Source: an optimization exercise on an open RTL-to-GDS flow (aim: small area). Production flows keep margins and buffers that such runs may drop. Only simulation tests tie the RTL to the original design; equivalence was not proved. Power is estimated from default activity; no workload was simulated.

==> flow/design.v <==
module int_sched_top (
  input  logic        clk,
  input  logic        rst,
  input  logic        ray_valid,
  input  logic [80:0] ray_in,
  output logic        ray_stall,
  output logic        issue_valid,
  output logic [80:0] issue_pipe,
  input  logic        em_miss,
  input  logic [15:0] em_ray_id,
  input  logic        fr_valid,
  input  logic        fr_hit,
  input  logic [15:0] fr_ray_id,
  input  logic [15:0] fr_tri_id,
  output logic        we,
  input  logic        full,
  output logic [32:0] res_out,
  output logic        idle,
  output logic        err
);
  localparam int DEPTH = 64;
  logic [6:0]  used_r;
  logic [6:0]  infl_r;
  logic [5:0]  wptr_r;
  logic [5:0]  rptr_r;
  logic        infl_nz_r;    
  logic        infl_ge2_r;   
  logic        issue_valid_r;
  logic        err_r;
  logic [80:0] issue_pipe_r;
  logic [DEPTH-1:0][32:0] mem_r;
  logic [6:0] infl_next_s;
  logic accept_s, rd_s, em_ok_s, fr_ok_s, n1_s, n2_s, err_evt_s;
  logic [32:0] em_res_s, fr_res_s, first_s, even_s, odd_s;
  assign ray_stall = used_r[6];
  assign accept_s  = ray_valid & ~used_r[6];
  assign rd_s      = (used_r != infl_r) & ~full;
  assign em_ok_s = em_miss & infl_nz_r;
  assign fr_ok_s = fr_valid & (em_ok_s ? infl_ge2_r : infl_nz_r);
  assign infl_next_s = infl_r + 7'(accept_s) - 7'(em_ok_s) - 7'(fr_ok_s);
  assign n1_s    = em_ok_s | fr_ok_s;
  assign n2_s    = em_ok_s & fr_ok_s;
  assign err_evt_s = (em_miss & ~em_ok_s) | (fr_valid & ~fr_ok_s);
  assign em_res_s = {em_ray_id, 17'd0};
  assign fr_res_s = {fr_ray_id, fr_hit, fr_tri_id & {16{fr_hit}}};
  assign first_s  = em_ok_s ? em_res_s : fr_res_s;
  assign even_s   = wptr_r[0] ? fr_res_s : first_s;
  assign odd_s    = wptr_r[0] ? first_s : fr_res_s;
  always_ff @(posedge clk or negedge rst) begin
    if (!rst) begin
      used_r        <= '0;
      infl_r        <= '0;
      infl_nz_r     <= 1'b0;
      infl_ge2_r    <= 1'b0;
      wptr_r        <= '0;
      rptr_r        <= '0;
      issue_valid_r <= 1'b0;
      err_r         <= 1'b0;
    end else begin
      used_r        <= used_r + 7'(accept_s) - 7'(rd_s);
      infl_r        <= infl_next_s;
      infl_nz_r     <= (infl_next_s != 7'd0);
      infl_ge2_r    <= (infl_next_s[6:1] != 6'd0);
      wptr_r        <= wptr_r + 6'(n1_s) + 6'(n2_s);
      rptr_r        <= rptr_r + 6'(rd_s);
      issue_valid_r <= accept_s;
      err_r         <= err_r | err_evt_s;
    end
  end
  always_ff @(posedge clk) issue_pipe_r <= ray_in;
  logic near_full_s;
  assign near_full_s = used_r[6] | (&used_r[5:0]);
  logic [DEPTH-1:0] wdec_s, wsel_s, hsel_s, rdec_s;
  always_comb begin
    for (int i = 0; i < DEPTH; i++) begin
      wdec_s[i] = (wptr_r == 6'(i));
      rdec_s[i] = (rptr_r == 6'(i));
    end
    for (int i = 0; i < DEPTH; i++) begin
      wsel_s[i] = (wdec_s[i] & n1_s) | (wdec_s[(i+DEPTH-1)%DEPTH] & n2_s);
      hsel_s[i] = ~(wdec_s[i] | wdec_s[(i+DEPTH-1)%DEPTH]) | (near_full_s & ~wsel_s[i]);
    end
  end
  logic [DEPTH-1:0][32:0] mem_next_s;
  logic [32:0][DEPTH-1:0] mem_t_s;
  for (genvar i = 0; i < DEPTH; i++) begin : g_entry
    int_entry_next u_next (
      .q    (mem_r[i]),
      .wd   ((i % 2) == 0 ? even_s : odd_s),
      .hold (hsel_s[i]),
      .load (wsel_s[i]),
      .d    (mem_next_s[i])
    );
    for (genvar b = 0; b < 33; b++) begin : g_t
      assign mem_t_s[b][i] = mem_r[i][b];
    end
  end
  always_ff @(posedge clk) mem_r <= mem_next_s;
  for (genvar b = 0; b < 33; b++) begin : g_rd
    int_rd_bit u_rd (
      .d   (mem_t_s[b]),
      .sel (rdec_s),
      .y   (res_out[b])
    );
  end
  assign we          = rd_s;
  assign issue_valid = issue_valid_r;
  assign issue_pipe  = issue_pipe_r;
  assign err         = err_r;
  assign idle        = (used_r == 7'd0) & ~issue_valid_r;
endmodule
module int_entry_next (
  input  logic [32:0] q,
  input  logic [32:0] wd,
  input  logic        hold,
  input  logic        load,
  output logic [32:0] d
);
  assign d = (q & {33{hold}}) | (wd & {33{load}});
endmodule
module int_rd_bit (
  input  logic [63:0] d,
  input  logic [63:0] sel,
  output logic        y
);
  logic [21:0] t_n;   
  logic [5:0]  u;     
  logic [2:0]  v_n;
  for (genvar k = 0; k < 21; k++) begin : g_aoi
    int_aoi222 u_aoi (
      .a0(d[3*k]),   .b0(sel[3*k]),
      .a1(d[3*k+1]), .b1(sel[3*k+1]),
      .a2(d[3*k+2]), .b2(sel[3*k+2]),
      .y (t_n[k])
    );
  end
  int_nand2 u_last (.a(d[63]), .b(sel[63]), .y(t_n[21]));
  for (genvar k = 0; k < 5; k++) begin : g_nand
    int_nand4 u_nand (.a(t_n[4*k]), .b(t_n[4*k+1]), .c(t_n[4*k+2]), .d(t_n[4*k+3]), .y(u[k]));
  end
  int_nand2 u_nand5 (.a(t_n[20]), .b(t_n[21]), .y(u[5]));
  for (genvar k = 0; k < 3; k++) begin : g_nor
    int_nor2 u_nor (.a(u[2*k]), .b(u[2*k+1]), .y(v_n[k]));
  end
  int_nand3 u_out (.a(v_n[0]), .b(v_n[1]), .c(v_n[2]), .y(y));
endmodule
module int_aoi222 (
  input  logic a0, b0, a1, b1, a2, b2,
  output logic y
);
  assign y = ~((a0 & b0) | (a1 & b1) | (a2 & b2));
endmodule
module int_nand4 (
  input  logic a, b, c, d,
  output logic y
);
  assign y = ~(a & b & c & d);
endmodule
module int_nand2 (
  input  logic a, b,
  output logic y
);
  assign y = ~(a & b);
endmodule
module int_nand3 (
  input  logic a, b, c,
  output logic y
);
  assign y = ~(a & b & c);
endmodule
module int_nor2 (
  input  logic a, b,
  output logic y
);
  assign y = ~(a | b);
endmodule
==> flow/config.mk <==
export PLATFORM = sky130hd
export DESIGN_NAME = int_sched_top
export DESIGN_NICKNAME = int_sched_top
export VERILOG_FILES = /design/flow/design.v
export SDC_FILE = /design/flow/constraint.sdc
export NUM_CORES = 4
export LEC_CHECK = 0
export CAP_MARGIN = 0
export CORE_MARGIN = 2
export CORE_UTILIZATION = 45
export CTS_BUF_LIST = sky130_fd_sc_hd__clkbuf_8
export CTS_CLUSTER_DIAMETER = 45
export CTS_CLUSTER_SIZE = 12
export SETUP_SLACK_MARGIN = 0.1
export SLEW_MARGIN = 0
export SYNTH_HIERARCHICAL = 1
==> flow/constraint.sdc <==
create_clock -name core_clock -period 6.0 [get_ports {clk}]
set_input_delay 1.2000 -clock core_clock [delete_from_list [all_inputs] [get_ports {clk}]]
set_output_delay 1.2000 -clock core_clock [all_outputs]
set_load 0.01 [all_outputs]
standard.sh (not shown) runs the stock make flow with config.mk's settings and CLKGATE_MAP_FILE= SYNTH_SCRIPT=/design/flow/synth_recipe.tcl, a recipe that flattens the netlist after the stock synthesis.
==> flow/flow/run.sh <==
#!/bin/bash
# Standard layout, except that the port buffers use the smallest buffer cell.
# Each tool's output goes to its own log file in this folder.
cp standard.sh standard_sh.txt
export BUFFER_PORTS_ARGS="-buffer_cell sky130_fd_sc_hd__buf_1"
bash standard.sh > standard.log 2>&1
status=$?
# Keep ORFS's per-step logs beside this flow's log.
mkdir -p orfs_logs
cp -r orfs/logs/. orfs_logs/ 2>/dev/null
exit $status
The first run finished clean.
Edit:
CORE_UTILIZATION = 50   (was 45)
CTS_CLUSTER_DIAMETER = 80   (was 45)
CTS_CLUSTER_SIZE = 14   (was 12)
What happened: Now the flow ran to the end with violations: setup timing. Power fell by a few percent. Synthesized cell count stays the same. Core utilization is higher by 4.1 points. Sequential cell count is unchanged. Global-route usage went up by 4.0 points. Critical path depth stays the same. Sequential share of layout area increases by 1.3 points.

what the ideal ports hide:
The results above use ideal ports. As a check the final layouts listed here were re-extracted and re-timed, cells and wires unchanged. Step 1: set_driving_cell puts a clkbuf_16 on clk and a buf_2 on each other input, an assumption about the parent block. Step 2, shift: input delay + t, output delay - t, t = (earliest + latest rising clock arrival at the registers) / 2. This alone moves slack from input paths to output paths. Three values: ideal, step 1, step 2; two values: the first two.
| run | t, ns | setup WS [ns] | clock arrival spread, ns | worst data-port slew with drivers (ns) |
|---|---|---|---|---|
| the first run | 1.133 | 0.002 / -0.081 / 0.976 | 0.078 / 0.078 | 0.07 |
| the second run | 1.031 | -0.046 / -0.129 / 0.903 | 0.063 / 0.063 | 0.06 |
